Background: an optimization exercise with open tools, aiming at small area. Do not read the settings as production practice. Where RTL was checked, it was by simulation tests only, not by an equivalence proof against the original. Function not checked in run 2: the RTL went through the layout flow alone. Power figures rest on the tool's default switching activity, not on a simulated workload.

[flow/config.mk]
export PLATFORM = sky130hd
export DESIGN_NAME = qpu_exu
export DESIGN_NICKNAME = qpu_exu
export VERILOG_FILES = /design/flow/design.v
export SDC_FILE = /design/flow/constraint.sdc
export NUM_CORES = 4
export LEC_CHECK = 0
export CAP_MARGIN = 20
export CORE_MARGIN = 2
export CORE_UTILIZATION = 40
export SLEW_MARGIN = 20
[flow/constraint.sdc]
create_clock -name core_clock -period 9.0 [get_ports {clk}]
set_input_delay 1.8000 -clock core_clock [delete_from_list [all_inputs] [get_ports {clk}]]
set_output_delay 1.8000 -clock core_clock [all_outputs]
set_load 0.01 [all_outputs]
[flow/design.v]
`default_nettype none
package qpu_pkg;
  localparam int XLEN        = 32;
  localparam int INSTR_WIDTH = 32;
  localparam int RFIDX_WIDTH = 4;
  localparam int IMM_WIDTH   = 16;
  localparam int TIME_WIDTH  = 20;
  localparam int QUBIT_NUM   = 8;
  localparam int RF_NUM = 2 ** RFIDX_WIDTH;
  typedef logic [INSTR_WIDTH-1:0] instr_t;
  typedef logic [XLEN-1:0]        data_t;
  typedef logic [RFIDX_WIDTH-1:0] rfidx_t;
  typedef logic [TIME_WIDTH-1:0]  time_t;
  typedef logic [QUBIT_NUM-1:0]   qubits_t;
  typedef enum logic [3:0] {
    OP_NOP     = 4'd0,
    OP_ADD     = 4'd1,
    OP_ADDI    = 4'd2,
    OP_QWAIT   = 4'd3,
    OP_MEASURE = 4'd4,
    OP_FMR     = 4'd5
  } opcode_e;
endpackage
`default_nettype wire
`timescale 1ns/1ns
`default_nettype none
import qpu_pkg::*;
module qpu_exu
(
  input  logic    clk,
  input  logic    i_arst_n,
  input  logic    i_instr_valid,
  output logic    o_instr_ready,
  input  qpu_pkg::instr_t  i_instr,
  output logic    o_tiq_valid,
  input  logic    i_tiq_ready,
  output qpu_pkg::time_t   o_tiq_time,
  output logic    o_evq_valid,
  input  logic    i_evq_ready,
  output qpu_pkg::time_t   o_evq_time,
  output qpu_pkg::qubits_t o_evq_qubits,
  input  logic    i_mcu_valid,
  input  qpu_pkg::qubits_t i_mcu_result,
  output logic    o_wb_valid,
  output qpu_pkg::rfidx_t  o_wb_rdidx,
  output qpu_pkg::data_t   o_wb_data
);
  logic [3:0]  op;
  logic [3:0]  rd, rs1, rs2;
  logic [15:0] imm;
  assign op  = i_instr[31:28];
  assign rd  = i_instr[27:24];
  assign rs1 = i_instr[23:20];
  assign rs2 = i_instr[19:16];
  assign imm = i_instr[15:0];
  logic is_add, is_addi, is_qwait, is_meas, is_fmr, is_wb;
  assign is_add   = (op == 4'd1);
  assign is_addi  = (op == 4'd2);
  assign is_qwait = (op == 4'd3);
  assign is_meas  = (op == 4'd4);
  assign is_fmr   = (op == 4'd5);
  assign is_wb    = is_add | is_addi | is_fmr;
  logic a_rf, a_time, b_rf, b_imm, b_sext, b_fmr;
  assign a_rf   = !op[2] && !(op[1] && op[0]);                  
  assign a_time = (op[1] && op[0]) || (op[2] && !op[0]);        
  assign b_rf   = !op[2] && !op[1] && op[0];                    
  assign b_imm  = !op[2] && op[1];                              
  assign b_sext = !op[2] && op[1] && !op[0];                    
  assign b_fmr  = op[2] && op[0];                               
  qpu_pkg::data_t regs [1:15];
  logic [15:1]    rf_vld;
  qpu_pkg::time_t time_q;
  logic           time_vld;
  qpu_pkg::qubits_t meas_q;
  qpu_pkg::qubits_t oitf_mem [4];
  logic [3:0] oitf_vld;
  logic [1:0] wr_ptr, rd_ptr;
  qpu_pkg::qubits_t pending;
  always_comb
  begin
    pending = '0;
    for (int i = 0; i < 4; i++)
      if (oitf_vld[i])
        pending = pending | oitf_mem[i];
  end
  logic fmr_stall, meas_stall, qwait_stall, issue;
  assign fmr_stall   = is_fmr && pending[imm[2:0]];
  assign meas_stall  = is_meas && ((&oitf_vld) || (o_evq_valid && !i_evq_ready));
  assign qwait_stall = is_qwait && o_tiq_valid && !i_tiq_ready;
  assign o_instr_ready = !(fmr_stall || meas_stall || qwait_stall);
  assign issue = i_instr_valid && o_instr_ready;
  logic [15:1] sel_a, sel_b;
  always_comb
  begin
    for (int i = 1; i < 16; i++)
    begin
      sel_a[i] = a_rf && rf_vld[i] && (rs1 == 4'(i));
      sel_b[i] = b_rf && rf_vld[i] && (rs2 == 4'(i));
    end
  end
  qpu_pkg::data_t opa, opb, sum;
  always_comb
  begin
    opa = '0;
    opb = '0;
    for (int i = 1; i < 16; i++)
    begin
      opa = opa | ({32{sel_a[i]}} & regs[i]);
      opb = opb | ({32{sel_b[i]}} & regs[i]);
    end
    opa[19:0] = opa[19:0] | ({20{a_time && time_vld}} & time_q);
    opb[15:0] = opb[15:0] | ({16{b_imm}} & imm);
    opb[31:16] = opb[31:16] | {16{b_sext && imm[15]}};
    opb[0] = opb[0] | (b_fmr && meas_q[imm[2:0]]);
  end
  assign sum = opa + opb;
  logic rf_we;
  assign rf_we = issue && is_wb;
  always_ff @(posedge clk)
  begin
    for (int i = 1; i < 16; i++)
      if (rf_we && (rd == 4'(i)))
        regs[i] <= sum;
  end
  always_ff @(posedge clk or negedge i_arst_n)
  begin
    if (!i_arst_n)
    begin
      rf_vld   <= '0;
      time_vld <= 1'b0;
    end
    else
    begin
      for (int i = 1; i < 16; i++)
        if (rf_we && (rd == 4'(i)))
          rf_vld[i] <= 1'b1;
      if (issue && is_qwait)
        time_vld <= 1'b1;
    end
  end
  always_ff @(posedge clk)
  begin
    if (issue && is_qwait)
      time_q <= sum[19:0];
  end
  assign o_tiq_time = time_q;
  logic oitf_push, oitf_pop;
  assign oitf_push = issue && is_meas;
  assign oitf_pop  = i_mcu_valid;
  always_ff @(posedge clk or negedge i_arst_n)
  begin
    if (!i_arst_n)
    begin
      oitf_vld <= '0;
      wr_ptr   <= '0;
      rd_ptr   <= '0;
      meas_q   <= '0;
    end
    else
    begin
      if (oitf_push)
      begin
        oitf_vld[wr_ptr] <= 1'b1;
        wr_ptr <= wr_ptr + 2'd1;
      end
      if (oitf_pop)
      begin
        oitf_vld[rd_ptr] <= 1'b0;
        rd_ptr <= rd_ptr + 2'd1;
        meas_q <= (meas_q & ~oitf_mem[rd_ptr]) | (i_mcu_result & oitf_mem[rd_ptr]);
      end
    end
  end
  always_ff @(posedge clk)
  begin
    if (oitf_push)
      oitf_mem[wr_ptr] <= imm[7:0];
  end
  always_ff @(posedge clk or negedge i_arst_n)
  begin
    if (!i_arst_n)
    begin
      o_tiq_valid <= 1'b0;
      o_evq_valid <= 1'b0;
      o_wb_valid  <= 1'b0;
    end
    else
    begin
      if (issue && is_qwait)
        o_tiq_valid <= 1'b1;
      else if (i_tiq_ready)
        o_tiq_valid <= 1'b0;
      if (oitf_push)
        o_evq_valid <= 1'b1;
      else if (i_evq_ready)
        o_evq_valid <= 1'b0;
      o_wb_valid <= rf_we;
    end
  end
  always_ff @(posedge clk)
  begin
    if (oitf_push)
    begin
      o_evq_time   <= sum[19:0];
      o_evq_qubits <= imm[7:0];
    end
    o_wb_rdidx <= rd;
    o_wb_data  <= sum;
  end
endmodule
`default_nettype wire
[flow/run.sh]
#!/bin/bash
# synth_recipe.tcl (not shown) runs the flow's synth.tcl, then flattens the netlist and writes it again
# the make line also repeats each setting of config.mk as NAME=value (left out here)
make -C /OpenROAD-flow-scripts/flow DESIGN_CONFIG=/design/flow/config.mk WORK_HOME=/design/flow/orfs CLKGATE_MAP_FILE= SYNTH_SCRIPT=/design/flow/synth_recipe.tcl finish
==> summary.txt, run 1 <==
Run status
The flow ran to the end and the layout has no timing, DRC or antenna violations.

Clocking
TritonCTS built the clock tree. The cell at the root of the clock tree is sky130_fd_sc_hd__clkbuf_16. Buffers inserted during clock tree synthesis total 70. The longest clock path from root to sink contains 3 buffers. The number of hold buffers added after CTS was 0. At the later pin of the worst-skew pair, clock insertion delay measures 0.62 ns. The total number of H-tree levels is 3. Clock-pin slew was measured on the worst setup and hold paths at 0.06 ns. In this run the post-CTS setup repair buffer count came out at 0. The clock sink count is 631. The post-CTS resize count is 0.

Global route
The total routing usage reported by global routing is 0.2714. The first global-routing pass estimated 137.8 mm of wire. For met2 alone, demand over resource in global routing was 0.3968. Entering global routing, the biggest net connects 39 pins. In this run the most used layer during global routing was met2. For met3 alone, demand over resource in global routing was 0.08306. The number of antenna violations at the first check in global routing is 0. The met1 layer usage reported by global route is 0.3696. The final global-route overflow total is 0.

The number of global-route vias before repair came to 19935.

Cells and area
The number of antenna diodes in the final layout is 0. In the final layout, the share of cells above drive strength 1 is 0.1390. The number of nets in the final layout is 2026. The layout overhead on the synthesized area is 19.70%.

Die
The top-level port count is 134. The overall die area is 69290 µm². Measured along the x axis, the die boundary spans 263.2 µm.

The die boundary height is 263.2 µm. The starting density of the core is 0.4024. The floorplan has 95 rows.

After floorplanning, the core was sized to cover 66800 µm².

Synthesis
The number of nets handed over by synthesis was 1866. The fraction of the yosys area taken by sequential cells is 0.6850. The post-synthesis share of cell area spent on and, or, nand and nor gates is 0.05939. The summed instance area of the synthesized netlist is 26880 µm². In the synthesized netlist the async set-or-reset flop fraction comes to 0.05547. The synthesized-area fraction occupied by ao, oa, aoi and oai cells is 0.1894. Yosys mapped a number of flops with a built-in enable equal to 560. The yosys synthesis warning count is 2. The dominant combinational cell family by area after synthesis is compound AO/OA/AOI/OAI gates. The multiplexer share of the synthesized area is 0.01462. Of the total synthesized cell area, the portion taken by full adders, half adders and majority gates is 0.01983. Synthesis inferred 631 register bits.

The netlist uses 67 different library cells. The most used flip-flop cell after synthesis is sky130_fd_sc_hd__edfxtp_1. The post-synthesis average cell area is 15.12 µm².

Of the total synthesized cell area, the portion taken by XOR and XNOR cells is 0.009123. The number of instances in the synthesized netlist is 1778.

Worst setup path
The end of the critical path is regs[1][31]. STA classifies the critical path endpoint as a flop. The terminus of the critical flop-to-flop path is regs[4][25]. The worst setup path is launched from an input port. For the worst setup path, the data required time is 9.11 ns. The depth of the most critical reg-to-reg path is 12. The worst setup path is of the in2reg kind.

The peak fanout along the critical path is 20. The first element of the critical path is i_instr[28]. The minimum setup slack among reg-to-reg paths is 3.62 ns. The startpoint identified for the worst register-to-register timing path is rf_vld[9].

For the worst setup path, the data arrival time is 7.61 ns.

STA
The hold violation count in the final report is 0. The maximum clock skew at final layout is 0.04191 ns. In the finished design, the share of the clock period the worst path needs comes to 0.8338.

Setup repair after global routing left no endpoint under its margin. The pin slew with the least headroom to its limit is 1.176 ns. For this run, the top clock speed supported by timing is 0.1333 GHz. The count of pins over their slew limit came to 0. The setup TNS is 0 ns. The worst relative slew slack is 0.2161. After layout, the minimum clock period comes to 7.504 ns. Setup violations remaining at the end of the flow were counted as 0.

Route
The average detailed-routed wire length per instance is 33.54 µm. After detailed routing, the number of remaining DRC violations is 0. For this block, the initial DRC count from the detailed router was 4029. Once detail routing completed, the nets flagged for antenna violations numbered 0. The routed design has 96.12 mm of wire.

The ratio of routed vias to standard cells is 7.064. The first-pass iteration count of the detailed router is 9. The via total after detailed routing is 20246.

Power and ir drop
The power per standard cell area is 219.9 nW/µm². Overall power consumption after layout is estimated at 0.007074 W. The leakage power summed over all cells is 10.80 nW.

VDD sags by at most 0.0001529 V.

Place
The number of buffers inserted by port buffering is 133. The detailed placement HPWL is 54.65 mm. The weighted congestion at the end of routability-driven global placement is 0.9481.

Flow run
Max-cap violations in this run came to 0.

Hold path
The worst min-delay path class is reg2reg.
## logic make-up (layout without fill, tap and decap cells)
kind of cell / Yosys count / in the layout
AO/OA/AOI/OAI: 618 / 618
buffers and inverters: 154 / 369
XOR/XNOR: 28 / 28
adder cells (fa/ha/maj): 42 / 42
AND/OR/NAND/NOR: 282 / 282
multiplexers: 23 / 23
flip-flops: 631 / 631
## worst min path at each step
| stage | startpoint | endpoint | slack [ns] | cells past startpoint |
|---|---|---|---|---|
| 6_report | time_vld | time_vld | 0.47 | 1 |
| 5_1_grt | flop | flop | 0.51 | 1 |
| 4_1_cts | time_vld | time_vld | 0.47 | 1 |
| 3_5_place_dp | time_vld | time_vld | 0.46 | 1 |
| 3_3_place_gp | time_vld | time_vld | 0.45 | 1 |
| 2_1_floorplan | time_vld | time_vld | 0.43 | 1 |
## worst max-delay path: stages
cell and delay [ns]:
sky130_fd_sc_hd__clkdlybuf4s50_1 0.80, sky130_fd_sc_hd__or3b_4 0.59, sky130_fd_sc_hd__or3_1 0.40, sky130_fd_sc_hd__nor3_4 0.12
sky130_fd_sc_hd__buf_4 0.42, sky130_fd_sc_hd__buf_4 0.35, sky130_fd_sc_hd__a22o_1 0.17, sky130_fd_sc_hd__a221oi_1 0.05
sky130_fd_sc_hd__nand4_1 0.14, sky130_fd_sc_hd__ha_1 0.31, sky130_fd_sc_hd__a21o_1 0.19, sky130_fd_sc_hd__a211oi_1 0.22
sky130_fd_sc_hd__o211ai_1 0.13, sky130_fd_sc_hd__a31oi_1 0.23, sky130_fd_sc_hd__o22ai_1 0.26, sky130_fd_sc_hd__a211oi_1 0.65
sky130_fd_sc_hd__or4_1 0.22, sky130_fd_sc_hd__nand4_1 0.53
## cells in the final DEF (no fill, tap or decap), types with 21 or more instances in the layout
cell type / count
sky130_fd_sc_hd__inv_1: 21
sky130_fd_sc_hd__ha_1: 41
sky130_fd_sc_hd__clkbuf_16: 72
sky130_fd_sc_hd__nor2_1: 22
sky130_fd_sc_hd__nand2_1: 58
sky130_fd_sc_hd__dfxtp_1: 36
sky130_fd_sc_hd__buf_4: 87
sky130_fd_sc_hd__a22o_1: 198
sky130_fd_sc_hd__a22oi_1: 76
sky130_fd_sc_hd__dfrtp_1: 35
sky130_fd_sc_hd__a221oi_1: 211
sky130_fd_sc_hd__a21oi_1: 27
sky130_fd_sc_hd__nand4_1: 74
sky130_fd_sc_hd__edfxtp_1: 560
sky130_fd_sc_hd__clkdlybuf4s50_1: 132
sky130_fd_sc_hd__and3_1: 21
## cells in the mapped netlist (2+ instances only)
library cell | number | area (µm²)
sky130_fd_sc_hd__dfrtp_1 | 35 | 875.8
sky130_fd_sc_hd__nor2_1 | 38 | 142.6
sky130_fd_sc_hd__edfxtp_1 | 560 | 16820
sky130_fd_sc_hd__and2_1 | 6 | 37.54
sky130_fd_sc_hd__ha_1 | 41 | 513.0
sky130_fd_sc_hd__a21o_1 | 15 | 112.6
sky130_fd_sc_hd__o21bai_1 | 17 | 127.6
sky130_fd_sc_hd__mux4_2 | 12 | 270.3
sky130_fd_sc_hd__nand3_1 | 13 | 65.06
sky130_fd_sc_hd__o21a_1 | 3 | 22.52
sky130_fd_sc_hd__a22o_1 | 198 | 1734
sky130_fd_sc_hd__a211oi_1 | 8 | 60.06
sky130_fd_sc_hd__nor2b_1 | 13 | 81.33
sky130_fd_sc_hd__buf_2 | 15 | 75.07
sky130_fd_sc_hd__a22oi_1 | 76 | 570.6
sky130_fd_sc_hd__nor3_1 | 10 | 50.05
sky130_fd_sc_hd__inv_1 | 21 | 78.83
sky130_fd_sc_hd__a2bb2oi_1 | 2 | 17.52
sky130_fd_sc_hd__nor4_2 | 4 | 50.05
sky130_fd_sc_hd__xor2_1 | 9 | 78.83
sky130_fd_sc_hd__and3_1 | 28 | 175.2
sky130_fd_sc_hd__a221oi_1 | 211 | 1848
sky130_fd_sc_hd__a222oi_1 | 13 | 130.1
sky130_fd_sc_hd__dfxtp_1 | 36 | 720.7
sky130_fd_sc_hd__o22ai_1 | 2 | 12.51
sky130_fd_sc_hd__o21ai_1 | 2 | 10.01
sky130_fd_sc_hd__o21ai_0 | 16 | 80.08
sky130_fd_sc_hd__and4_1 | 8 | 70.07
sky130_fd_sc_hd__o211ai_1 | 3 | 22.52
sky130_fd_sc_hd__nand2b_1 | 10 | 62.56
sky130_fd_sc_hd__nand3b_1 | 8 | 60.06
sky130_fd_sc_hd__mux2_2 | 10 | 112.6
sky130_fd_sc_hd__buf_1 | 12 | 45.04
sky130_fd_sc_hd__a31oi_1 | 6 | 37.54
sky130_fd_sc_hd__xnor2_1 | 19 | 166.4
sky130_fd_sc_hd__o31ai_1 | 6 | 45.04
sky130_fd_sc_hd__nand4_1 | 74 | 462.9
sky130_fd_sc_hd__nor3_2 | 2 | 20.02
sky130_fd_sc_hd__a21oi_1 | 28 | 140.1
sky130_fd_sc_hd__clkbuf_1 | 104 | 390.4
sky130_fd_sc_hd__nand2_1 | 58 | 217.7
## stage by stage
step	cells	hold slack [ns]	worst slack [ns]	instance area, µm²	util
2_1_floorplan	1778	0.4258	2.570	26880	-
3_3_place_gp	2738	0.4517	1.243	29680	0.4443
3_5_place_dp	2739	0.4571	1.058	29710	0.4447
4_1_cts	2866	0.4720	1.664	32130	0.4810
5_1_grt	2866	0.5087	1.212	32180	0.4817
6_report	2866	0.4666	1.496	32180	0.4817
## area by class of cell
class,count,area [µm²]
Inverter,21,78.83
Tap cell,873,1092
Fill cell,5626,34620
Multi-Input combinational cell,993,8167
Timing Repair Buffer,221,1999
Clock inverter,31,455.4
Clock buffer,96,1972
Sequential cell,631,18410
## power by group
group	leakage [nW]	switching (W)	total (W)	internal, W
sequential	5.84	0.0000820	0.00344	0.00336
combinational	3.79	0.000356	0.000617	0.000261
clock	1.17	0.00118	0.00301	0.00183
total	10.8	0.00162	0.00707	0.00546
## layer usage
| layer | share of wire | vias to the layer above | routed length, µm |
|---|---|---|---|
| met3 | 0.15 | 478 | 14100 |
| met4 | 0.055 | 0 | 5306 |
| met2 | 0.42 | 1993 | 40400 |
| met1 | 0.38 | 9888 | 36320 |
| li1 | - | 7887 | - |
| met5 | 0 | - | 0 |
## state kept, by name, indices dropped and copies added, names as in the netlist, 2 cells and up, named ones only
name          count
o_evq_qubits      8
o_evq_time       20
o_wb_data        32
o_wb_rdidx        4
oitf_mem         32
oitf_vld          4
rd_ptr            2
regs            480
rf_vld           15
time_q           20
wr_ptr            2
==> run 2, diff against run 1 <==
--- a/flow/design.v
+++ b/flow/design.v
@@ -21,6 +21,81 @@
     OP_FMR     = 4'd5
   } opcode_e;
 endpackage
+`default_nettype wire
+`timescale 1ns/1ns
+`default_nettype none
+module qpu_exu_alu
+#(
+  parameter int NB = 5,
+  parameter logic [8*NB-1:0] BND = {8'd26, 8'd20, 8'd14, 8'd7, 8'd0}
+)
+(
+  input  logic [31:0] i_a,
+  input  logic [31:0] i_b,
+  output logic [31:0] o_sum
+);
+  logic [NB:0] bc;
+  assign bc[0] = 1'b0;
+  for (genvar k = 0; k < NB; k++)
+  begin : g_blk
+    localparam int LO = int'(BND[8*k +: 8]);
+    localparam int HI = (k == NB-1) ? 32 : int'(BND[8*(k+1) +: 8]);
+    localparam int W  = HI - LO;
+    logic [W:0]   c0;    
+    logic [W-1:0] s0;    
+    logic [W:0]   pa;    
+    always_comb
+    begin
+      c0[0] = 1'b0;
+      pa[0] = 1'b1;
+      for (int i = 0; i < W; i++)
+      begin
+        s0[i]   = i_a[LO+i] ^ i_b[LO+i] ^ c0[i];
+        c0[i+1] = (i_a[LO+i] & i_b[LO+i]) | (c0[i] & (i_a[LO+i] ^ i_b[LO+i]));
+        pa[i+1] = pa[i] & s0[i];
+        o_sum[LO+i] = s0[i] ^ (bc[k] & pa[i]);
+      end
+    end
+    assign bc[k+1] = c0[W] | (bc[k] & pa[W]);
+  end
+endmodule
+`default_nettype wire
+`timescale 1ns/1ns
+`default_nettype none
+module qpu_exu_aoi222
+(
+  input  logic s0, d0,
+  input  logic s1, d1,
+  input  logic s2, d2,
+  output logic y
+);
+  assign y = !((s0 && d0) || (s1 && d1) || (s2 && d2));
+endmodule
+module qpu_exu_hold
+(
+  input  logic en,
+  input  logic en_n,
+  input  logic w,
+  input  logic q,
+  output logic d
+);
+  assign d = (en && w) || (en_n && q);
+endmodule
+module qpu_exu_holdv
+#(
+  parameter int W = 1
+)
+(
+  input  logic         en,
+  input  logic [W-1:0] w,
+  input  logic [W-1:0] q,
+  output logic [W-1:0] d
+);
+  for (genvar b = 0; b < W; b++)
+  begin : g_bit
+    qpu_exu_hold u_hold (.en (en), .en_n (!en), .w (w[b]), .q (q[b]), .d (d[b]));
+  end
+endmodule
 `default_nettype wire
 `timescale 1ns/1ns
 `default_nettype none
@@ -98,29 +173,64 @@
       sel_b[i] = b_rf && rf_vld[i] && (rs2 == 4'(i));
     end
   end
+  logic [4:0] ya [32];
+  logic [4:0] yb [32];
+  for (genvar b = 0; b < 32; b++)
+  begin : g_rd
+    for (genvar g = 0; g < 5; g++)
+    begin : g_grp
+      qpu_exu_aoi222 u_a (
+        .s0 (sel_a[3*g+1]), .d0 (regs[3*g+1][b]),
+        .s1 (sel_a[3*g+2]), .d1 (regs[3*g+2][b]),
+        .s2 (sel_a[3*g+3]), .d2 (regs[3*g+3][b]),
+        .y  (ya[b][g])
+      );
+      qpu_exu_aoi222 u_b (
+        .s0 (sel_b[3*g+1]), .d0 (regs[3*g+1][b]),
+        .s1 (sel_b[3*g+2]), .d1 (regs[3*g+2][b]),
+        .s2 (sel_b[3*g+3]), .d2 (regs[3*g+3][b]),
+        .y  (yb[b][g])
+      );
+    end
+  end
   qpu_pkg::data_t opa, opb, sum;
   always_comb
   begin
-    opa = '0;
-    opb = '0;
-    for (int i = 1; i < 16; i++)
-    begin
-      opa = opa | ({32{sel_a[i]}} & regs[i]);
-      opb = opb | ({32{sel_b[i]}} & regs[i]);
+    for (int b = 0; b < 32; b++)
+    begin
+      opa[b] = !(&ya[b]);
+      opb[b] = !(&yb[b]);
     end
     opa[19:0] = opa[19:0] | ({20{a_time && time_vld}} & time_q);
     opb[15:0] = opb[15:0] | ({16{b_imm}} & imm);
     opb[31:16] = opb[31:16] | {16{b_sext && imm[15]}};
     opb[0] = opb[0] | (b_fmr && meas_q[imm[2:0]]);
   end
-  assign sum = opa + opb;
+  qpu_exu_alu u_add (.i_a(opa), .i_b(opb), .o_sum(sum));
   logic rf_we;
   assign rf_we = issue && is_wb;
+  logic [15:1] rf_wen;
+  always_comb
+    for (int i = 1; i < 16; i++)
+      rf_wen[i] = rf_we && (rd == 4'(i));
+  qpu_pkg::data_t regs_d [1:15];
+  for (genvar i = 1; i < 16; i++)
+  begin : g_rf
+    for (genvar b = 0; b < 32; b++)
+    begin : g_bit
+      qpu_exu_hold u_hold (
+        .en   (rf_wen[i]),
+        .en_n (!rf_wen[i]),
+        .w    (sum[b]),
+        .q    (regs[i][b]),
+        .d    (regs_d[i][b])
+      );
+    end
+  end
   always_ff @(posedge clk)
   begin
     for (int i = 1; i < 16; i++)
-      if (rf_we && (rd == 4'(i)))
-        regs[i] <= sum;
+      regs[i] <= regs_d[i];
   end
   always_ff @(posedge clk or negedge i_arst_n)
   begin
@@ -138,11 +248,14 @@
         time_vld <= 1'b1;
     end
   end
+  logic issue_qwait;
+  assign issue_qwait = issue && is_qwait;
+  qpu_pkg::time_t time_d;
+  qpu_exu_holdv #(.W(20)) u_time_hold (
+    .en (issue_qwait), .w (sum[19:0]), .q (time_q), .d (time_d)
+  );
   always_ff @(posedge clk)
-  begin
-    if (issue && is_qwait)
-      time_q <= sum[19:0];
-  end
+    time_q <= time_d;
   assign o_tiq_time = time_q;
   logic oitf_push, oitf_pop;
   assign oitf_push = issue && is_meas;
@@ -171,11 +284,23 @@
       end
     end
   end
-  always_ff @(posedge clk)
-  begin
-    if (oitf_push)
-      oitf_mem[wr_ptr] <= imm[7:0];
-  end
+  for (genvar e = 0; e < 4; e++)
+  begin : g_oitf
+    qpu_pkg::qubits_t mem_d;
+    qpu_exu_holdv #(.W(8)) u_hold (
+      .en (oitf_push && (wr_ptr == 2'(e))), .w (imm[7:0]), .q (oitf_mem[e]), .d (mem_d)
+    );
+    always_ff @(posedge clk)
+      oitf_mem[e] <= mem_d;
+  end
+  qpu_pkg::time_t   evq_time_d;
+  qpu_pkg::qubits_t evq_qubits_d;
+  qpu_exu_holdv #(.W(20)) u_evq_time_hold (
+    .en (oitf_push), .w (sum[19:0]), .q (o_evq_time), .d (evq_time_d)
+  );
+  qpu_exu_holdv #(.W(8)) u_evq_qubits_hold (
+    .en (oitf_push), .w (imm[7:0]), .q (o_evq_qubits), .d (evq_qubits_d)
+  );
   always_ff @(posedge clk or negedge i_arst_n)
   begin
     if (!i_arst_n)
@@ -199,11 +324,8 @@
   end
   always_ff @(posedge clk)
   begin
-    if (oitf_push)
-    begin
-      o_evq_time   <= sum[19:0];
-      o_evq_qubits <= imm[7:0];
-    end
+    o_evq_time   <= evq_time_d;
+    o_evq_qubits <= evq_qubits_d;
     o_wb_rdidx <= rd;
     o_wb_data  <= sum;
   end
--- a/flow/config.mk
+++ b/flow/config.mk
@@ -9,3 +9,5 @@
 export CORE_MARGIN = 2
 export CORE_UTILIZATION = 40
 export SLEW_MARGIN = 20
+export SYNTH_HIERARCHICAL = 1
+export SYNTH_MINIMUM_KEEP_SIZE = 0
==> summary.txt, run 2 <==
Run status
The run finished with no timing, DRC or antenna violations.

STA
The worst relative slew slack is 0.2177 (+0.001597). The worst hold margin is 0.4658 ns (-0.0008200 ns). The share of the clock period used by the worst path after layout came to 0.9155 (+0.08174). The hold violation count in the final report came to 0 (unchanged). The maximum clock skew at final layout came to 0.03828 ns (-0.003630 ns). The pin slew with the least headroom to its limit is 1.173 ns (-0.002395 ns). The setup slack of the critical path after layout came to 0.7602 ns (-0.7357 ns). The count of pins over their slew limit was 0 (unchanged). The setup TNS was 0 ns (unchanged). The minimum clock period is 8.240 ns (+0.7357 ns). The final setup violation count is 0 (unchanged). The maximum clock rate is 0.1214 GHz (-8.9%). Setup repair after global routing left no endpoint under its margin.

Synthesis
The number of enable flip-flop cells after synthesis is 0 (-100%). The most frequently used flop master after synthesis is sky130_fd_sc_hd__dfxtp_1. The post-synthesis share of cell area spent on and, or, nand and nor gates was 0.08042 (+0.02103). The summed instance area of the synthesized netlist is 25140 µm² (-6.5%). The biggest area contributor in the post-synthesis netlist is sky130_fd_sc_hd__dfxtp_1.

Yosys instantiated no cell more often than sky130_fd_sc_hd__dfxtp_1. The synthesized-area fraction occupied by ao, oa, aoi and oai cells is 0.3453 (+0.1559). Counting instances in the post-synthesis netlist gives the leading cell types as sky130_fd_sc_hd__dfxtp_1, sky130_fd_sc_hd__a22o_1, sky130_fd_sc_hd__a222oi_1, sky130_fd_sc_hd__and3_1, sky130_fd_sc_hd__inv_1. The dominant combinational cell family by area after synthesis is compound AO/OA/AOI/OAI gates. The distinct cell type count after synthesis is 60 (-10%). The synthesized net count is 2223 (+19%). The number of instances in the synthesized netlist was 2127 (+20%). The number of synthesized register bits is 631 (unchanged). The post-synthesis adder-cell area fraction is 0.03265 (+0.01282). The fraction of the yosys area taken by sequential cells is 0.5094 (-0.1756). The share of synthesized registers carrying an async set or reset is 0.05547 (unchanged). The post-synthesis xor/xnor area fraction is 0.008012 (-0.001111). The yosys synthesis warning count was 15 (+13). The top-area cell type share of the netlist area came to 0.4746 (-0.1510). The post-synthesis average cell area was 11.82 µm² (-22%).

Yosys attributes the largest share of cell area to sky130_fd_sc_hd__dfxtp_1, sky130_fd_sc_hd__a22o_1, sky130_fd_sc_hd__a222oi_1. The multiplexer share of the synthesized area is 0.006669 (-0.007947).

Worst setup path
In this run the critical register-to-register path is captured at regs[14][26]. The depth of the most critical reg-to-reg path is 21 (+9). The cell with the biggest individual delay on the critical path is sky130_fd_sc_hd__fa_1.

The minimum setup slack among reg-to-reg paths is 2.52 ns (-1.10 ns). The launching element type of the critical path is an input port. The peak fanout along the critical path is 16 (-20%).

The kind of critical path is in2reg. The worst register-to-register path begins at rf_vld[1]. The worst endpoint data arrival time was 8.75 ns (+1.14 ns). The critical path goes through clkdlybuf4s50_1, nand2b_1, or2_2, or3_1, nor4b_4, a222oi_1, and3_1, nand4_1, ha_1, inv_1, fa_1, fa_1, fa_1, fa_1, fa_1, fa_1, nor2_1, a31oi_4, o31ai_4, buf_4, nand3_1, xor2_1, buf_4, a22o_1. The type of element capturing the critical path is a flop. The required time at the worst-slack endpoint is 9.51 ns (+0.40 ns).

The library cell appearing most often on the critical path is sky130_fd_sc_hd__fa_1. The highest cell delay on the worst timing path is 0.52 ns (-0.28 ns).

Die
The number of cell rows is 91 (-4.2%). The area of the core came to 61940 µm² (-7.3%). The starting density of the core is 0.4059 (+0.003509).

The overall die area is 64870 µm² (-6.4%). The die boundary height was 254.7 µm (-3.2%). The die boundary width is 254.7 µm (-3.2%). The top-level port count is 134 (unchanged).

Cells and area
The fraction of final layout cells sized beyond drive strength 1 is 0.1371 (-0.001902). The library cells used most frequently in the layout, excluding fill and tap cells, are sky130_fd_sc_hd__dfxtp_1, sky130_fd_sc_hd__a22o_1, sky130_fd_sc_hd__a222oi_1. The number of flip-flops in the largest register is 480 (unchanged).

The count of antenna diodes in the layout came to 0 (unchanged). The largest registers in the layout are regs (480), o_wb_data (32), oitf_mem (32). The most flop-heavy register is regs. The most common cell after layout, fill and taps aside is sky130_fd_sc_hd__dfxtp_1. The area growth from synthesis to layout is 25.06%. The number of nets in the final layout is 2565 (+27%).

Global route
The final global-route overflow total is 0 (unchanged). The pin count of the biggest net entering global routing came to 51 (+31%). The number of antenna violations at the first check in global routing came to 0 (unchanged).

The total routing usage reported by global routing is 0.3337 (+0.06229). The number of global-route vias before repair is 23850 (+20%). The global-route wire length before repair is 159.8 mm (+16%).

Place
The weighted congestion at the end of routability-driven global placement came to 0.9358 (-1.3%). The worst slack after detailed placement was 0.1578 ns (-0.9006 ns). The detailed placement HPWL was 66.25 mm (+21%). The number of buffers inserted by port buffering is 133 (unchanged).

Route
The first-pass iteration count of the detailed router came to 10 (+1). The detailed-route DRC error count is 0 (unchanged). The average detailed-routed wire length per instance is 33.19 µm (-1.0%). The violation count after the first detailed-routing iteration was 5246 (+30%). The ratio of routed vias to standard cells is 7.284 (+3.1%). The total length of routed wires is 111.5 mm (+16%). The residual antenna-violating net count after detailed routing is 0 (unchanged). The via total after detailed routing came to 24482 (+21%).

Clocking
The total CTS buffers is 71 (+1.4%). The number of hold-repair buffers added at the cts stage is 0 (unchanged). The total number of H-tree levels is 3 (unchanged). The CTS tree is yes. The number of buffers added for setup after CTS is 0 (unchanged). The buffer depth of the longest clock path was 3 (unchanged). The post-CTS resize count is 0 (unchanged). The worst-skew pair later-pin latency is 0.64 ns (+0.02 ns). The cell at the root of the clock tree is sky130_fd_sc_hd__clkbuf_16.

The clock sink count is 631 (unchanged). The CTS clock-pin slew for the worst setup and hold paths is 0.06 ns (about the same).

Power and ir drop
The highest ir drop seen on vdd came to 0.0001672 V (+9.4%). The leakage power summed over all cells is 11.69 nW (+8.2%). The power per standard cell area is 222.5 nW/µm² (+1.2%).

Flow run
The number of max-cap violations is 0 (unchanged).

Hold path
The worst hold path begins at o_evq_time[14]. The number of stages on the worst hold path came to 1 (unchanged). The endpoint with the worst hold slack is o_evq_time[14].

The worst min-delay path class is reg2reg.
run 2: worst max-delay path by stage:
stage	from	end	slack, ns	cells after the start
2_1_floorplan	i_instr[29]	regs[11][31]	0.03	21
3_3_place_gp	i_instr[29]	regs[4][30]	0.18	24
3_5_place_dp	i_instr[29]	regs[7][30]	0.16	24
4_1_cts	i_instr[29]	regs[7][30]	0.79	24
5_1_grt	i_instr[29]	regs[8][30]	0.53	24
6_report	i_instr[29]	regs[7][30]	0.76	24
run 2: logic make-up (layout without fill, tap and decap cells):
group / count (synthesis) / after routing
and+or+nand+nor: 351 / 351
muxes: 13 / 13
AOI/OAI and AO/OA: 949 / 949
DFF: 631 / 631
adders and majority gates: 50 / 50
buffers and inverters: 110 / 507
xor gates and xnor gates: 23 / 23
run 2: final cells by class:
| class | instances | area [µm²] |
|---|---|---|
| clock buffers | 106 | 2186 |
| clock inverters | 22 | 334.1 |
| fillers | 5540 | 30500 |
| inverters | 79 | 296.5 |
| multi-input cells | 1386 | 12070 |
| flip-flops and latches | 631 | 12810 |
| well taps | 837 | 1047 |
| repair buffers | 300 | 2705 |
run 2: layer usage:
metal / share of wire / GRT usage / vias up / wire (µm)
li1: - / - / 9973 / -
met2: 0.44 / 0.5109 / 2082 / 48540
met1: 0.36 / 0.4204 / 11934 / 40190
met5: 0 / 0 / - / 0
met3: 0.14 / 0.08624 / 493 / 15110
met4: 0.069 / 0.2070 / 0 / 7700
run 2: critical path: cells and delay by family:
kind                     cells  cell delay (ns)
XOR/XNOR                     1             0.16
AND/OR/NAND/NOR              8             1.91
adder cells (fa/ha/maj)      7             3.06
AO/OA/AOI/OAI                4             0.95
buffers and inverters        4             0.84
run 2: power by group:
group | internal [W] | switching, W
combinational | 0.000333 | 0.000371
clock | 0.00191 | 0.00120
sequential | 0.00300 | 0.000175
total | 0.00525 | 0.00175
run 2: modules after synthesis (local to each module, per instance), a selection:
module	copies in the design	flops+latches	cells inside	cell area, µm²
qpu_exu	1	631	1096	15740
qpu_exu_alu	1	0	144	1272
qpu_exu_aoi222	320	0	1	10.01
qpu_exu_hold	560	0	1	8.758
run 2: stage by stage:
step,util,instances,total power (W),cell area [µm²]
2_1_floorplan,-,2127,0.003571,25180
3_3_place_gp,0.4670,3233,0.003898,28920
3_5_place_dp,0.4670,3233,0.003919,28920
4_1_cts,0.5076,3361,0.006997,31440
5_1_grt,0.5076,3361,0.007191,31440
6_report,0.5076,3361,0.006997,31440
==> run 3, diff against run 2 <==
--- a/flow/design.v
+++ b/flow/design.v
@@ -24,6 +24,27 @@
 `default_nettype wire
 `timescale 1ns/1ns
 `default_nettype none
+module qpu_exu_fa
+(
+  input  logic a,
+  input  logic b,
+  input  logic ci,
+  output logic s,
+  output logic co
+);
+  assign s  = a ^ b ^ ci;
+  assign co = (a & b) | (ci & (a ^ b));
+endmodule
+module qpu_exu_ha
+(
+  input  logic a,
+  input  logic b,
+  output logic s,
+  output logic co
+);
+  assign s  = a ^ b;
+  assign co = a & b;
+endmodule
 module qpu_exu_alu
 #(
   parameter int NB = 5,
@@ -43,20 +64,26 @@
     localparam int W  = HI - LO;
     logic [W:0]   c0;    
     logic [W-1:0] s0;    
-    logic [W:0]   pa;    
-    always_comb
-    begin
-      c0[0] = 1'b0;
-      pa[0] = 1'b1;
-      for (int i = 0; i < W; i++)
-      begin
-        s0[i]   = i_a[LO+i] ^ i_b[LO+i] ^ c0[i];
-        c0[i+1] = (i_a[LO+i] & i_b[LO+i]) | (c0[i] & (i_a[LO+i] ^ i_b[LO+i]));
-        pa[i+1] = pa[i] & s0[i];
-        o_sum[LO+i] = s0[i] ^ (bc[k] & pa[i]);
+    logic [W:0]   t;     
+    qpu_exu_ha u_ha0 (.a (i_a[LO]), .b (i_b[LO]), .s (s0[0]), .co (c0[1]));
+    for (genvar i = 1; i < W; i++)
+    begin : g_fa
+      qpu_exu_fa u_fa (.a (i_a[LO+i]), .b (i_b[LO+i]), .ci (c0[i]), .s (s0[i]), .co (c0[i+1]));
+    end
+    if (k == 0)
+    begin : g_first
+      assign o_sum[HI-1:LO] = s0;
+      assign bc[k+1] = c0[W];
+    end
+    else
+    begin : g_inc
+      assign t[0] = bc[k];
+      for (genvar i = 0; i < W; i++)
+      begin : g_ha
+        qpu_exu_ha u_ha (.a (s0[i]), .b (t[i]), .s (o_sum[LO+i]), .co (t[i+1]));
       end
+      assign bc[k+1] = c0[W] | (bc[k] & (&s0));
     end
-    assign bc[k+1] = c0[W] | (bc[k] & pa[W]);
   end
 endmodule
 `default_nettype wire
@@ -149,7 +176,10 @@
   qpu_pkg::qubits_t meas_q;
   qpu_pkg::qubits_t oitf_mem [4];
   logic [3:0] oitf_vld;
-  logic [1:0] wr_ptr, rd_ptr;
+  logic [3:0] wr_oh;      
+  logic       oitf_full;
+  logic [3:0] head_oh;
+  qpu_pkg::qubits_t head_mask, last_mask;
   qpu_pkg::qubits_t pending;
   always_comb
   begin
@@ -160,7 +190,7 @@
   end
   logic fmr_stall, meas_stall, qwait_stall, issue;
   assign fmr_stall   = is_fmr && pending[imm[2:0]];
-  assign meas_stall  = is_meas && ((&oitf_vld) || (o_evq_valid && !i_evq_ready));
+  assign meas_stall  = is_meas && (oitf_full || (o_evq_valid && !i_evq_ready));
   assign qwait_stall = is_qwait && o_tiq_valid && !i_tiq_ready;
   assign o_instr_ready = !(fmr_stall || meas_stall || qwait_stall);
   assign issue = i_instr_valid && o_instr_ready;
@@ -260,47 +290,51 @@
   logic oitf_push, oitf_pop;
   assign oitf_push = issue && is_meas;
   assign oitf_pop  = i_mcu_valid;
+  assign oitf_full = &oitf_vld;
+  always_comb
+  begin
+    for (int e = 0; e < 4; e++)
+      head_oh[e] = oitf_full ? wr_oh[e] : (oitf_vld[e] && !oitf_vld[(e+3)%4]);
+    head_mask = '0;
+    last_mask = '0;
+    for (int e = 0; e < 4; e++)
+    begin
+      head_mask = head_mask | ({8{head_oh[e]}} & oitf_mem[e]);
+      last_mask = last_mask | ({8{wr_oh[(e+1)%4]}} & oitf_mem[e]);
+    end
+  end
   always_ff @(posedge clk or negedge i_arst_n)
   begin
     if (!i_arst_n)
     begin
       oitf_vld <= '0;
-      wr_ptr   <= '0;
-      rd_ptr   <= '0;
+      wr_oh    <= 4'b0001;
       meas_q   <= '0;
     end
     else
     begin
+      for (int e = 0; e < 4; e++)
+        oitf_vld[e] <= (oitf_push && wr_oh[e]) || (oitf_vld[e] && !(oitf_pop && head_oh[e]));
       if (oitf_push)
-      begin
-        oitf_vld[wr_ptr] <= 1'b1;
-        wr_ptr <= wr_ptr + 2'd1;
-      end
+        wr_oh <= {wr_oh[2:0], wr_oh[3]};
       if (oitf_pop)
-      begin
-        oitf_vld[rd_ptr] <= 1'b0;
-        rd_ptr <= rd_ptr + 2'd1;
-        meas_q <= (meas_q & ~oitf_mem[rd_ptr]) | (i_mcu_result & oitf_mem[rd_ptr]);
-      end
+        meas_q <= (meas_q & ~head_mask) | (i_mcu_result & head_mask);
     end
   end
   for (genvar e = 0; e < 4; e++)
   begin : g_oitf
     qpu_pkg::qubits_t mem_d;
     qpu_exu_holdv #(.W(8)) u_hold (
-      .en (oitf_push && (wr_ptr == 2'(e))), .w (imm[7:0]), .q (oitf_mem[e]), .d (mem_d)
+      .en (oitf_push && wr_oh[e]), .w (imm[7:0]), .q (oitf_mem[e]), .d (mem_d)
     );
     always_ff @(posedge clk)
       oitf_mem[e] <= mem_d;
   end
+  assign o_evq_qubits = last_mask;
   qpu_pkg::time_t   evq_time_d;
-  qpu_pkg::qubits_t evq_qubits_d;
   qpu_exu_holdv #(.W(20)) u_evq_time_hold (
     .en (oitf_push), .w (sum[19:0]), .q (o_evq_time), .d (evq_time_d)
   );
-  qpu_exu_holdv #(.W(8)) u_evq_qubits_hold (
-    .en (oitf_push), .w (imm[7:0]), .q (o_evq_qubits), .d (evq_qubits_d)
-  );
   always_ff @(posedge clk or negedge i_arst_n)
   begin
     if (!i_arst_n)
@@ -325,7 +359,6 @@
   always_ff @(posedge clk)
   begin
     o_evq_time   <= evq_time_d;
-    o_evq_qubits <= evq_qubits_d;
     o_wb_rdidx <= rd;
     o_wb_data  <= sum;
   end
==> flow/flow/run.sh (new file) <==
#!/bin/bash
# Standard ORFS layout with smaller port buffers and a leaner clock tree.
set -euo pipefail
bash standard.sh \
  BUFFER_PORTS_ARGS="-buffer_cell sky130_fd_sc_hd__buf_1" \
  CTS_ARGS="-sink_clustering_enable -repair_clock_nets -dont_use_dummy_load -buf_list sky130_fd_sc_hd__clkbuf_16 -sink_clustering_size 24 -sink_clustering_max_diameter 70" \
  finish > standard.log 2>&1
==> flow/standard.sh (new file) <==
#!/bin/bash
# synth_recipe.tcl (not shown) runs the flow's synth.tcl, then flattens the netlist and writes it again
# the make line also repeats each setting of config.mk as NAME=value (left out here)
make -C /OpenROAD-flow-scripts/flow DESIGN_CONFIG=/design/flow/config.mk WORK_HOME=/design/flow/orfs CLKGATE_MAP_FILE= SYNTH_SCRIPT=/design/flow/synth_recipe.tcl "${@:-finish}"
--- a/flow/config.mk
+++ b/flow/config.mk
@@ -5,9 +5,9 @@
 export SDC_FILE = /design/flow/constraint.sdc
 export NUM_CORES = 4
 export LEC_CHECK = 0
-export CAP_MARGIN = 20
+export CAP_MARGIN = 10
 export CORE_MARGIN = 2
 export CORE_UTILIZATION = 40
-export SLEW_MARGIN = 20
+export SLEW_MARGIN = 10
 export SYNTH_HIERARCHICAL = 1
 export SYNTH_MINIMUM_KEEP_SIZE = 0
removed: flow/run.sh
==> summary.txt, run 3 <==
Run status
The run finished with no timing, DRC or antenna violations.

Synthesis
The synthesized net count came to 2119 (-4.7%). By count the netlist is led by sky130_fd_sc_hd__dfxtp_1, sky130_fd_sc_hd__a22o_1, sky130_fd_sc_hd__a222oi_1, sky130_fd_sc_hd__and3_1, sky130_fd_sc_hd__nand2_1. The number of synthesized register bits is 623 (-1.3%). The fraction of the yosys area taken by sequential cells came to 0.5164 (+0.006992).

By area the synthesized netlist is led by sky130_fd_sc_hd__dfxtp_1, sky130_fd_sc_hd__a22o_1, sky130_fd_sc_hd__a222oi_1. The number of instances in the synthesized netlist is 2016 (-5.2%). The most frequently used flop master after synthesis is sky130_fd_sc_hd__dfxtp_1. sky130_fd_sc_hd__dfxtp_1 takes more of the synthesized area than any other cell. The most frequent cell after synthesis is sky130_fd_sc_hd__dfxtp_1.

The distinct cell type count after synthesis is 60 (unchanged). The share of synthesized registers carrying an async set or reset is 0.05618 (+0.0007123). The yosys synthesis warning count is 14 (-1).

The summed instance area of the synthesized netlist is 24490 µm² (-2.6%). The number of enable flip-flop cells after synthesis came to 0 (unchanged). The post-synthesis average cell area is 12.15 µm² (+2.8%). The top-area cell type share of the netlist area is 0.4806 (+0.006019).

STA
The setup slack of the critical path after layout is 0.7555 ns (-0.004769 ns). The share of the clock period used by the worst path after layout came to 0.9161 (about the same). The maximum clock rate came to 0.1213 GHz (about the same).

Setup repair after global routing left no endpoint under its margin. The pin slew with the least headroom to its limit is 1.230 ns (+0.05685 ns). The setup TNS is 0 ns (unchanged). The final setup violation count was 0 (unchanged). The maximum clock skew at final layout is 0.05297 ns (+0.01469 ns). The worst relative slew slack was 0.1761 (-0.04161). The hold violation count in the final report is 0 (unchanged). The count of pins over their slew limit is 0 (unchanged). The minimum clock period is 8.245 ns (+0.004769 ns).

Cells and area
The number of flip-flops in the largest register is 480 (unchanged). The area of all placed cells without fillers came to 27720 µm² (-12%). The fraction of final layout cells sized beyond drive strength 1 came to 0.09115 (-0.04593). The number of fill cells came to 5470 (-1.3%). Compared with the post-synthesis result, the final layout area differs by 13.19%. The count of antenna diodes in the layout is 0 (unchanged). In the layout the commonest cells are sky130_fd_sc_hd__dfxtp_1, sky130_fd_sc_hd__a22o_1, sky130_fd_sc_hd__a222oi_1. The count of placed standard cells in the final layout, fillers left out is 3031 (-9.8%).

The combined area of the multi-input logic cells is 11850 µm² (-1.8%). The sequential standard cell area was 12650 µm² (-1.2%). The number of nets in the final layout was 2354 (-8.2%). The largest registers in the layout are regs (480), o_wb_data (32), oitf_mem (32). The most flop-heavy register is regs. The most common cell after layout, fill and taps aside is sky130_fd_sc_hd__dfxtp_1.

Power and ir drop
The net switching power figure is 0.001255 W (-28%). The highest ir drop seen on vdd is 0.0001441 V (-14%). The leakage power summed over all cells is 10.30 nW (-12%).

The internal power is 0.003791 W (-28%). The relative contribution of the clock network to total power is 0.339 (-0.106). The power per standard cell area is 182.0 nW/µm² (-18%). The post-layout total power came to 0.005046 W (-28%). The register share of total power is 0.591 (+0.137). The switching part of the total power is 0.2487 (-0.001370). The portion of total power attributed to combinational logic is 0.070 (-0.031).

Worst setup path
In this run the critical register-to-register path is launched from rf_vld[1]. The required time at the worst-slack endpoint came to 9.52 ns (about the same). STA classifies the critical path endpoint as a flop. The most critical setup path has its endpoint at regs[12][25].

The worst setup path is launched from an input port. The peak fanout along the critical path was 16 (unchanged). The minimum setup slack among reg-to-reg paths was 2.25 ns (-0.27 ns). The first element of the critical path is i_instr[29]. The terminus of the critical flop-to-flop path is regs[12][25]. The kind of critical path is in2reg. The depth of the most critical reg-to-reg path is 21 (unchanged). The worst endpoint data arrival time came to 8.76 ns (about the same).

Clocking
The total number of H-tree levels is 2 (-1). The number of buffers added for setup after CTS is 0 (unchanged). The post-CTS resize count was 0 (unchanged). The cell at the root of the clock tree is sky130_fd_sc_hd__clkbuf_16. The buffer depth of the longest clock path was 3 (unchanged). The worst-skew pair later-pin latency is 0.60 ns (-0.04 ns). The CTS clock-pin slew for the worst setup and hold paths is 0.07 ns (about the same).

The total CTS buffers is 39 (-45%). The number of hold-repair buffers added at the cts stage is 0 (unchanged). The CTS tree is yes. The clock sink count is 623 (-1.3%).

Route
The detailed-route DRC error count is 0 (unchanged). The residual antenna-violating net count after detailed routing is 0 (unchanged). The average detailed-routed wire length per instance is 34.16 µm (+2.9%). The total length of routed wires came to 103.5 mm (-7.2%). The first-pass iteration count of the detailed router came to 13 (+3). The ratio of routed vias to standard cells came to 7.558 (+3.8%). The violation count after the first detailed-routing iteration is 4570 (-13%). The via total after detailed routing is 22909 (-6.4%).

Place
The instance count after placement with tap cells included is 2992 (-7.5%). The worst slack after detailed placement is 0.2635 ns (+0.1058 ns). The detailed placement HPWL was 62.38 mm (-5.8%). The weighted congestion at the end of routability-driven global placement is 0.9423 (+0.69%). The number of buffers inserted by port buffering is 133 (unchanged). The placed cell area is 26750 µm² (-7.5%).

Flow run
The number of max-cap violations came to 0 (unchanged).

Hold path
The worst min-delay path class is reg2reg.

Global route
The global-route wire length before repair came to 150.3 mm (-5.9%). The number of antenna violations at the first check in global routing is 1 (+1). The total routing usage reported by global routing is 0.3151 (-0.01854). The pin count of the biggest net entering global routing is 36 (-29%). The number of global-route vias before repair was 22457 (-5.8%). The final global-route overflow total came to 0 (unchanged).

Die
The area of the core came to 60470 µm² (-2.4%). The top-level port count is 134 (unchanged). The die boundary height is 251.5 µm (-1.3%).

The die boundary width came to 251.5 µm (-1.3%). The number of cell rows was 90 (-1.1%). The overall die area is 63230 µm² (-2.5%). The starting density of the core is 0.4050 (-0.0008580).
==> run 3: changes by cell type after synthesis, sizes merged, moves of 11 or more <==
cell and delta:
nand2 -11, a22o +14, xnor2 -14, a21o +12, inv -65, a22oi +26
or2 +12, a222oi -16
==> run 3: stage by stage <==
stage                       util  hold WS [ns]
after global routing      0.4585        0.4782
final                     0.4585        0.4623
after floorplan                -        0.4308
after global placement    0.4423        0.4431
after detailed placement  0.4423        0.4473
after CTS                 0.4585        0.4624
==> run 3: power groups by stage <==
| stage | clock network (W) | logic [W] | registers [W] |
|---|---|---|---|
| after global routing | 0.00183 | 0.000376 | 0.00300 |
| after CTS | 0.00174 | 0.000348 | 0.00298 |
| after detailed placement | 0 | 0.000347 | 0.00304 |
| after floorplan | 0 | 0.000192 | 0.00303 |
| final | 0.00171 | 0.000351 | 0.00298 |
| after global placement | 0 | 0.000340 | 0.00303 |
==> run 3: logic make-up after synthesis <==
kind of cell    share of synthesized area
compound gates                     0.3599
fa+ha+maj                         0.03739
mux                              0.006334
simple gates                      0.07346
buf+inv                          0.006487
flops                              0.5164
==> run 3: how the worst min path moves through the flow <==
stage                     startpoint  endpoint  slack [ns]  depth (start not counted)
after detailed placement    time_vld  time_vld        0.45                          1
after CTS                   time_vld  time_vld        0.46                          1
after global placement      time_vld  time_vld        0.44                          1
after global routing        time_vld  time_vld        0.48                          1
final                       time_vld  time_vld        0.46                          1
after floorplan             time_vld  time_vld        0.43                          1
==> run 3: layer usage <==
layer	GRT usage	vias to the layer above	wire (µm)	share of wire
met1	0.4132	11302	39930	0.39
met3	0.06448	397	12360	0.12
met2	0.4846	1820	44880	0.43
met5	0.006950	-	55	0.00053
li1	-	9387	-	-
met4	0.1779	3	6319	0.061
==> run 3: per-module statistics from Yosys, one instance, submodules excluded, a selection <==
module / flops+latches / cells / area (µm²) / copies in the design
qpu_exu: 623 / 1067 / 15430 / 1
qpu_exu_alu: 0 / 14 / 83.83 / 1
qpu_exu_fa: 0 / 1 / 20.02 / 27
qpu_exu_ha: 0 / 1 / 12.51 / 30
qpu_exu_aoi222: 0 / 1 / 10.01 / 320
qpu_exu_hold: 0 / 1 / 8.758 / 552
==> run 3: critical path: stages <==
cell and delay (ns):
sky130_fd_sc_hd__buf_1 0.16, sky130_fd_sc_hd__nand2b_1 0.17, sky130_fd_sc_hd__or2_2 0.20, sky130_fd_sc_hd__or3_1 0.29
sky130_fd_sc_hd__nor2_4 0.08, sky130_fd_sc_hd__a222oi_1 0.53, sky130_fd_sc_hd__nand2_1 0.13, sky130_fd_sc_hd__a211oi_1 0.21
sky130_fd_sc_hd__o21ai_0 0.12, sky130_fd_sc_hd__ha_1 0.21, sky130_fd_sc_hd__fa_1 0.38, sky130_fd_sc_hd__fa_1 0.41
sky130_fd_sc_hd__fa_1 0.40, sky130_fd_sc_hd__fa_1 0.44, sky130_fd_sc_hd__fa_1 0.41, sky130_fd_sc_hd__fa_1 0.49
sky130_fd_sc_hd__nand4_1 0.15, sky130_fd_sc_hd__o21bai_2 0.18, sky130_fd_sc_hd__a21o_2 0.24, sky130_fd_sc_hd__ha_1 0.18
sky130_fd_sc_hd__ha_1 0.19, sky130_fd_sc_hd__ha_1 0.19, sky130_fd_sc_hd__ha_1 0.18, sky130_fd_sc_hd__ha_1 0.18
sky130_fd_sc_hd__ha_1 0.61, sky130_fd_sc_hd__a22o_1 0.24
==> run 3: area by class of cell <==
type	count	share of cell area
tap	782	0.03529
clock buffer	39	0.03520
sequential	623	0.4562
inverter	14	0.001895
timing repair buffer	215	0.04387
multi-input combinational	1358	0.4275
==> run 4, diff against run 3 <==
==> flow/flow/run.sh (replaced) <==
#!/bin/bash
# Standard ORFS layout with smaller port buffers and a leaner clock tree.
set -euo pipefail
bash standard.sh \
  BUFFER_PORTS_ARGS="-buffer_cell sky130_fd_sc_hd__buf_1" \
  CTS_ARGS="-sink_clustering_enable -repair_clock_nets -dont_use_dummy_load -buf_list sky130_fd_sc_hd__clkbuf_16 -sink_clustering_size 30 -sink_clustering_max_diameter 90" \
  finish > standard.log 2>&1
==> summary.txt, run 4 <==
Place
The weighted congestion at the end of routability-driven global placement came to 0.9423 (unchanged). The number of buffers inserted by port buffering came to 133 (unchanged). The detailed placement HPWL was 62.38 mm (unchanged).

Synthesis
The number of instances in the synthesized netlist is 2016 (unchanged). The synthesized-area fraction occupied by ao, oa, aoi and oai cells is 0.3599 (unchanged). The largest area contributor in the netlist is sky130_fd_sc_hd__dfxtp_1. The post-synthesis xor/xnor area fraction came to 0 (unchanged). The yosys synthesis warning count is 14 (unchanged). The dominant combinational cell family by area after synthesis is compound AO/OA/AOI/OAI gates. Yosys attributes the largest share of cell area to sky130_fd_sc_hd__dfxtp_1, sky130_fd_sc_hd__a22o_1, sky130_fd_sc_hd__a222oi_1. The post-synthesis share of cell area spent on and, or, nand and nor gates is 0.07346 (unchanged). The post-synthesis adder-cell area fraction was 0.03739 (unchanged). The top-area cell type share of the netlist area is 0.4806 (unchanged).

The number of enable flip-flop cells after synthesis is 0 (unchanged). The most frequently used flop master after synthesis is sky130_fd_sc_hd__dfxtp_1. The fraction of the yosys area taken by sequential cells came to 0.5164 (unchanged). The number of synthesized register bits came to 623 (unchanged). The distinct cell type count after synthesis is 60 (unchanged). The multiplexer share of the synthesized area is 0.006334 (unchanged).

The summed instance area of the synthesized netlist was 24490 µm² (unchanged). The post-synthesis average cell area is 12.15 µm² (unchanged). The share of synthesized registers carrying an async set or reset is 0.05618 (unchanged). By instance count, the leading cell after synthesis is sky130_fd_sc_hd__dfxtp_1. By count the netlist is led by sky130_fd_sc_hd__dfxtp_1, sky130_fd_sc_hd__a22o_1, sky130_fd_sc_hd__a222oi_1, sky130_fd_sc_hd__and3_1, sky130_fd_sc_hd__nand2_1. The synthesized net count is 2119 (unchanged).

Cells and area
The count of antenna diodes in the layout was 0 (unchanged). The share of the core filled with cells in the final layout is 0.4543 (-0.004138). The top cell types in the final layout, fill and taps aside, are sky130_fd_sc_hd__dfxtp_1, sky130_fd_sc_hd__a22o_1, sky130_fd_sc_hd__a222oi_1. The number of nets in the final layout is 2344 (-0.42%).

The largest registers in the layout are regs (480), o_wb_data (32), oitf_mem (32). The library cell used most frequently in the layout, excluding fill and tap cells, is sky130_fd_sc_hd__dfxtp_1. Compared with the post-synthesis result, the final layout area differs by 12.17%.

The most flop-heavy register is regs. The fraction of final layout cells sized beyond drive strength 1 came to 0.08709 (-0.004059). The number of flip-flops in the largest register is 480 (unchanged).

Clocking
The cell at the root of the clock tree is sky130_fd_sc_hd__clkbuf_16. The post-CTS resize count is 0 (unchanged). TritonCTS built the clock tree. The CTS clock-pin slew for the worst setup and hold paths came to 0.10 ns (+0.03 ns). The total number of H-tree levels is 1 (-1). The number of hold-repair buffers added at the cts stage is 0 (unchanged). The worst-skew pair later-pin latency is 0.64 ns (+0.04 ns). The number of buffers added for setup after CTS is 0 (unchanged).

The total CTS buffers came to 29 (-26%). The buffer depth of the longest clock path is 3 (unchanged). The clock sink count is 623 (unchanged).

Worst setup path
The cell with the biggest individual delay on the critical path is sky130_fd_sc_hd__ha_1. The worst endpoint data arrival time is 8.78 ns (+0.02 ns). The worst register-to-register path begins at rf_vld[1].

The library cell appearing most often on the critical path is sky130_fd_sc_hd__ha_1. The type of element capturing the critical path is a flop. The end of the critical path is regs[12][25].

The terminus of the critical flop-to-flop path is regs[12][25]. The highest cell delay on the worst timing path was 0.61 ns (about the same). The worst setup path is of the in2reg kind.

The launching element type of the critical path is an input port. The required time at the worst-slack endpoint is 9.58 ns (+0.06 ns). The count of cell instances traversed by the critical path was 26 (unchanged). The critical path starts at i_instr[29].

The depth of the most critical reg-to-reg path was 21 (unchanged). The number of buffer and inverter instances along the worst setup path came to 1 (unchanged). The minimum setup slack among reg-to-reg paths came to 2.24 ns (about the same). The peak fanout along the critical path is 16 (unchanged). The family of cells with the greatest summed delay on the critical path is adder cells.

Route
The violation count after the first detailed-routing iteration is 4358 (-4.6%). The residual antenna-violating net count after detailed routing is 0 (unchanged). The detailed-route DRC error count is 0 (unchanged). The total length of routed wires is 103.0 mm (-0.50%). The via total after detailed routing is 22841 (-0.30%). The ratio of routed vias to standard cells is 7.561 (about the same). The average detailed-routed wire length per instance is 34.10 µm (-0.17%). The first-pass iteration count of the detailed router is 13 (unchanged).

Global route
The number of antenna violations at the first check in global routing is 1 (unchanged). The total routing usage reported by global routing is 0.3122 (-0.002898). The number of global-route vias before repair came to 22354 (-0.46%). The final global-route overflow total is 0 (unchanged). The pin count of the biggest net entering global routing is 36 (unchanged). The global-route wire length before repair is 149.7 mm (-0.39%).

Die
The area of the core is 60470 µm² (unchanged). The overall die area is 63230 µm² (unchanged). The number of cell rows came to 90 (unchanged).

The starting density of the core is 0.4050 (unchanged). The die boundary height is 251.5 µm (unchanged). The top-level port count is 134 (unchanged). The die boundary width is 251.5 µm (unchanged).

Hold path
The startpoint of the tightest hold check path is time_vld. The worst min-delay path class is reg2reg.

Power and ir drop
The power per standard cell area came to 175.0 nW/µm² (-3.8%). The leakage power summed over all cells is 10.18 nW (-1.2%). The highest ir drop seen on vdd is 0.0001484 V (+3.0%).

STA
The maximum clock skew at final layout is 0.04755 ns (-0.005419 ns). Setup repair after global routing left no endpoint under its margin. The pin slew with the least headroom to its limit is 1.239 ns (+0.008500 ns).

The share of the clock period used by the worst path after layout is 0.9105 (-0.005553). The minimum clock period is 8.195 ns (-0.04998 ns). The count of pins over their slew limit came to 0 (unchanged). The setup TNS was 0 ns (unchanged).

The maximum clock rate came to 0.1220 GHz (+0.61%). The worst relative slew slack came to 0.1704 (-0.005693). The hold violation count in the final report is 0 (unchanged). The final setup violation count is 0 (unchanged).

Flow run
The number of max-cap violations is 0 (unchanged).

Run status
The flow ran to the end and the layout has no timing, DRC or antenna violations.
-- run 4: worst reg2reg max path, cell delays in order, from the launching register on --
cell,delay (ns)
sky130_fd_sc_hd__dfrtp_1,0.40
sky130_fd_sc_hd__and4b_2,0.41
sky130_fd_sc_hd__a222oi_1,0.42
sky130_fd_sc_hd__and3_1,0.28
sky130_fd_sc_hd__nand4_1,0.11
sky130_fd_sc_hd__ha_1,0.23
sky130_fd_sc_hd__fa_1,0.38
sky130_fd_sc_hd__fa_1,0.41
sky130_fd_sc_hd__fa_1,0.40
sky130_fd_sc_hd__fa_1,0.44
sky130_fd_sc_hd__fa_1,0.41
sky130_fd_sc_hd__fa_1,0.47
sky130_fd_sc_hd__nand4_1,0.14
sky130_fd_sc_hd__o21bai_2,0.18
sky130_fd_sc_hd__a21o_2,0.25
sky130_fd_sc_hd__ha_1,0.20
sky130_fd_sc_hd__ha_1,0.21
sky130_fd_sc_hd__ha_1,0.20
sky130_fd_sc_hd__ha_1,0.18
sky130_fd_sc_hd__ha_1,0.18
sky130_fd_sc_hd__ha_1,0.61
sky130_fd_sc_hd__a22o_1,0.24
-- run 4: per-module statistics from Yosys (local to each module, per instance), excerpt --
module | copies in the design | cells | flip-flops and latches
qpu_exu | 1 | 1067 | 623
qpu_exu_fa | 27 | 1 | 0
qpu_exu_aoi222 | 320 | 1 | 0
qpu_exu_ha | 30 | 1 | 0
qpu_exu_hold | 552 | 1 | 0
qpu_exu_alu | 1 | 14 | 0
-- run 4: area by class of cell --
type | instances | area (µm²)
Sequential cell | 623 | 12650
Clock buffer | 29 | 725.7
Multi-Input combinational cell | 1358 | 11850
Timing Repair Buffer | 215 | 1216
Tap cell | 782 | 978.4
Inverter | 14 | 52.55
Fill cell | 5479 | 33000
-- run 4: cell families (layout without fill, tap and decap cells) --
group           count (synthesis)  in the layout
buf+inv                        35            258
mux                            12             12
flops                         623            623
simple gates                  319            319
compound gates                970            970
fa+ha+maj                      57             57
-- run 4: where the power goes --
part	leakage, nW	total [W]	internal [W]	switching [W]
sequential	5.23	0.00298	0.00289	0.0000966
combinational	4.60	0.000351	0.000133	0.000219
clock	0.357	0.00147	0.000576	0.000899
-- run 4: per-stage QoR --
step	instances	setup WS, ns	hold slack [ns]	total power, W	area, µm²
detailed placement	2992	0.2635	0.4473	0.003385	26750
CTS	3021	0.8638	0.4673	0.004813	27470
global placement	2992	0.3406	0.4431	0.003374	26750
global route	3021	0.6078	0.4834	0.004945	27470
finish	3021	0.8055	0.4665	0.004808	27470
floorplan	2016	0.8715	0.4308	0.003222	24500
-- run 4: worst min path at each step --
stage	to	slack [ns]	depth (start not counted)
after floorplan	time_vld	0.43	1
after global placement	time_vld	0.44	1
after detailed placement	time_vld	0.45	1
after CTS	time_vld	0.47	1
after global routing	time_vld	0.48	1
final	time_vld	0.47	1
-- run 4: per-layer routing --
| metal | track usage | part of all wire |
|---|---|---|
| met1 | 0.4123 | 0.39 |
| met3 | 0.06427 | 0.12 |
| met4 | 0.1628 | 0.058 |
| met5 | 0 | 0 |
| met2 | 0.4833 | 0.44 |

[afterwards: timing with drivers on the ports]
In the flow no input, the clock included, has a driving cell. The finished layouts below were timed again as built, in two steps.
Step 1 assumes that a clkbuf_16 drives the clock port and a buf_2 every other input.
Step 2, shift: input delay + t, output delay - t, t = (earliest + latest rising clock arrival at the registers) / 2. This alone moves slack from input paths to output paths.
a / b / c = no drivers / after step 1 / after step 2; a / b = the first two.
run | shift t [ns] | slack for setup (ns) | hold slack, ns | worst slew at a driven data input, ns | cell pins on the clock port's net
run 1 | 0.659 | 1.496 / 1.511 / 0.852 | 0.467 / 0.467 / 0.467 | 0.06 | 1
run 2 | 0.682 | 0.760 / 0.803 / 0.121 | 0.466 / 0.466 / 0.466 | 0.06 | 1
run 3 | 0.635 | 0.755 / 0.766 / 0.131 | 0.462 / 0.462 / 0.462 | 0.05 | 1
run 4 | 0.684 | 0.805 / 0.818 / 0.133 | 0.467 / 0.467 / 0.467 | 0.06 | 1
After both steps every run listed still meets setup and hold. For run 4, which loses most, drivers alone change the setup slack by +0.013 ns; drivers and shift together by -0.672 ns.
